From an optimization exercise on the open Yosys and OpenROAD flow, aimed at small area; shortcuts taken in it are not production practice.
In this exercise RTL edits were held to simulation tests only and were not proved equivalent to the original.
No activity file was given, so power comes from the tool's default toggle rates.

==> inputs of 07-23 <==
## data_mem_responder
module data_mem_responder #(
  parameter int DEPTH   = 64,
  parameter int LATENCY = 2
) (
  input  logic        clk,
  input  logic        reset,
  input  logic        MemReq,
  input  logic        MemWriteM,
  input  logic [31:0] ALUOutM,
  input  logic [31:0] WriteDataM,
  output logic [31:0] ReadData,
  output logic        MemStall,
  output logic        MemDone,
  output logic        AddrErr
);
==> module data_mem_responder, before the edit <==
module data_mem_responder #(
  parameter int DEPTH   = 64,
  parameter int LATENCY = 2
) (
  input  logic        clk,
  input  logic        reset,
  input  logic        MemReq,
  input  logic        MemWriteM,
  input  logic [31:0] ALUOutM,
  input  logic [31:0] WriteDataM,
  output logic [31:0] ReadData,
  output logic        MemStall,
  output logic        MemDone,
  output logic        AddrErr
);
  localparam int AW = $clog2(DEPTH);
  localparam int NR = DEPTH / 2;
  localparam int RW = AW - 1;
  logic            wait_q, done_q, clr_q;
  logic            pa_q, pb_q, rho_s;
  logic [AW-1:0]   idx_q;
  logic            ok_q, ld_q;
  logic [31:0]     w_q;
  logic [31:0]     rdata_q;
  logic            err_q;
  logic            idle_s, accept_s, addr_ok_s;
  logic [RW-1:0]   ring_s;
  logic            inj_s;
  logic [31:0]     c_s, ra_s, rav_s;
  logic [NR-1:0]   dec_s, set_s, keep_s;
  logic [NR-1:0][31:0] qa_s;
  assign idle_s    = !wait_q && !done_q;
  assign accept_s  = idle_s && MemReq && !reset;
  assign addr_ok_s = (ALUOutM[1:0] == 2'b00) && (ALUOutM[31:AW+2] == '0);
  assign rho_s     = pa_q ^ pb_q;
  assign ring_s = wait_q ? idx_q[AW-1:1] : ALUOutM[AW+1:3];
  assign inj_s  = wait_q ? (!ld_q && ok_q && (idx_q[0] != rho_s))
                         : (accept_s && MemWriteM && addr_ok_s && (ALUOutM[2] != rho_s));
  assign c_s    = (wait_q ? w_q : WriteDataM) ^ {32{pb_q}};
  always_ff @(posedge clk) begin
    if (reset) begin
      wait_q <= 1'b0;
      done_q <= 1'b0;
      pa_q   <= 1'b0;
      pb_q   <= 1'b1;
    end else begin
      wait_q <= idle_s && MemReq;
      done_q <= wait_q;
      pa_q   <= !pb_q;
      pb_q   <= pa_q;
    end
  end
  always_ff @(posedge clk) begin
    clr_q <= reset;
    idx_q <= ALUOutM[AW+1:2];
    ok_q  <= addr_ok_s;
    ld_q  <= !MemWriteM;
    w_q   <= MemWriteM ? WriteDataM : rav_s;
  end
  for (genvar r = 0; r < NR; r++) begin : g_ring
    assign dec_s[r]  = (ring_s == RW'(r));
    assign set_s[r]  = reset || clr_q || (inj_s && dec_s[r]);
    assign keep_s[r] = reset || !(inj_s && dec_s[r]);
    dmr_ring u_ring (.clk(clk), .set(set_s[r]), .keep(keep_s[r]), .c(c_s), .qa(qa_s[r]));
  end
  for (genvar j = 0; j < 32; j++) begin : g_col
    logic [NR-1:0] qcol;
    for (genvar r = 0; r < NR; r++) begin : g_bit
      assign qcol[r] = qa_s[r][j];
    end
    dmr_rdcol #(.N(NR)) u_rd (.q(qcol), .sn(~dec_s), .r(ra_s[j]));
  end
  assign rav_s = ra_s ^ {32{pa_q}};
  always_ff @(posedge clk) begin
    if (reset) begin
      rdata_q <= 32'd0;
      err_q   <= 1'b0;
    end else if (wait_q) begin
      if (ld_q) rdata_q <= !ok_q ? 32'd0 : (idx_q[0] == rho_s) ? rav_s : w_q;
      if (!ok_q) err_q <= 1'b1;
    end
  end
  assign MemStall = !reset && ((idle_s && MemReq) || wait_q);
  assign MemDone  = done_q;
  assign ReadData = rdata_q;
  assign AddrErr  = err_q;
endmodule
Settings: LEC_CHECK=0, CAP_MARGIN=20, CORE_MARGIN=2, CORE_UTILIZATION=40, SLEW_MARGIN=20, SYNTH_HIERARCHICAL=1, SYNTH_MINIMUM_KEEP_SIZE=0; clock period 6.5 ns.
run.sh (not shown) runs the stock make flow with config.mk's settings and CLKGATE_MAP_FILE= SYNTH_SCRIPT=/design/flow/synth_recipe.tcl, a recipe that flattens the netlist after the stock synthesis.
==> 09-24 (differences from 07-23) <==
--- a/flow/design.v
+++ b/flow/design.v
@@ -73,9 +73,15 @@
   assign rav_s = ra_s ^ {32{pa_q}};
+  logic upd_s, rd_keep_s, rd_late_s, rd_early_s;
+  assign upd_s      = !reset && wait_q && ld_q;
+  assign rd_keep_s  = !reset && !(wait_q && ld_q);
+  assign rd_late_s  = upd_s && ok_q && (idx_q[0] == rho_s);
+  assign rd_early_s = upd_s && ok_q && (idx_q[0] != rho_s);
+  always_ff @(posedge clk) begin
+    rdata_q <= (rdata_q & {32{rd_keep_s}}) | (rav_s & {32{rd_late_s}}) | (w_q & {32{rd_early_s}});
+  end
   always_ff @(posedge clk) begin
     if (reset) begin
-      rdata_q <= 32'd0;
-      err_q   <= 1'b0;
-    end else if (wait_q) begin
-      if (ld_q) rdata_q <= !ok_q ? 32'd0 : (idx_q[0] == rho_s) ? rav_s : w_q;
-      if (!ok_q) err_q <= 1'b1;
+      err_q <= 1'b0;
+    end else if (wait_q && !ok_q) begin
+      err_q <= 1'b1;
     end
==> flow/flow/run.sh (new file) <==
#!/bin/bash
set -euo pipefail
bash standard.sh \
  "CTS_ARGS=-sink_clustering_enable -repair_clock_nets -buf_list sky130_fd_sc_hd__clkbuf_16 -sink_clustering_size 24 -sink_clustering_max_diameter 100 -dont_use_dummy_load" \
  "BUFFER_PORTS_ARGS=-buffer_cell sky130_fd_sc_hd__buf_1" \
  finish > standard_flow.log 2>&1
==> flow/standard.sh (new file) <==
#!/bin/bash
# synth_recipe.tcl (not shown) runs the flow's synth.tcl, then flattens the netlist and writes it again
# the make line also repeats each setting of config.mk as NAME=value (left out here)
make -C /OpenROAD-flow-scripts/flow DESIGN_CONFIG=/design/flow/config.mk WORK_HOME=/design/flow/orfs CLKGATE_MAP_FILE= SYNTH_SCRIPT=/design/flow/synth_recipe.tcl "${@:-finish}"
CORE_UTILIZATION = 75   (was 40)
CTS_CLUSTER_DIAMETER = 100   (was not set)
CTS_CLUSTER_SIZE = 24   (was not set)
removed: flow/run.sh
==> comparison table <==
Outcome: 09-24 no timing/DRC/antenna violations; 07-23 no timing/DRC/antenna violations
Mux cell area share after synthesis: 09-24 0.5840%; 07-23 1.755%
Fraction of the cycle the final worst path needs: 09-24 70.94%; 07-23 75.65%
Combinational cell fraction of total power: 09-24 8.8%; 07-23 7.4%
Highest-delay cell along the critical path: 09-24 sky130_fd_sc_hd__dfxtp_2; 07-23 sky130_fd_sc_hd__clkdlybuf4s50_1
Std-Cell Rows: 09-24 102; 07-23 140
Die X-Extent: 09-24 283.3 um; 07-23 387.0 um
Peak per-stage delay on the critical path: 09-24 0.79 ns; 07-23 0.80 ns
Area growth from synthesis to layout: 09-24 6.619%; 07-23 17.51%
Number of DRC markers in iteration 0: 09-24 4491; 07-23 3623
Internal power consumption: 09-24 17.11 mW; 07-23 21.42 mW
Worst reg2reg path depth: 09-24 8; 07-23 11
Largest net degree at the start of global routing: 09-24 66; 07-23 36
Diode count: 09-24 0; 07-23 2
Chip height: 09-24 283.3 um; 07-23 387.0 um
Synthesized Nets: 09-24 4818; 07-23 4745
Seq/total area: 09-24 68.26%; 07-23 61.76%
Cell area after layout: 09-24 62360 um2; 07-23 68930 um2
Met2 wire len: 09-24 74.48 mm; 07-23 84.14 mm
Total track usage: 09-24 41.02%; 07-23 24.33%

[separate check: timing with driven ports]
The flow's constraints put no driver on any port. The routed layouts listed below were extracted and timed again, unchanged, in two steps. Step 1 sets driving cells, clkbuf_16 on the clock port and buf_2 on the other inputs (assumed; they add their load-dependent delay and slew). Step 2 times the ports against the registers' clock, not the clock port: input delays grow and output delays shrink by t, the midpoint of the rising clock arrivals with the driver on. Slacks: ideal / step 1 / step 2; pairs: ideal / step 1.
| run | shift t [ns] | setup WS [ns] | clock arrival spread, ns | worst data-port slew with drivers (ns) |
|---|---|---|---|---|
| 07-23 | 0.902 | 1.583 / 1.554 / 0.974 | 0.026 / 0.026 | 0.18 |
| 09-24 | 0.736 | 1.889 / 1.889 / 1.306 | 0.067 / 0.068 | 0.18 |
After both steps every run listed still meets setup and hold. For 07-23, which loses most, drivers alone change the setup slack by -0.029 ns; drivers and shift together by -0.609 ns.
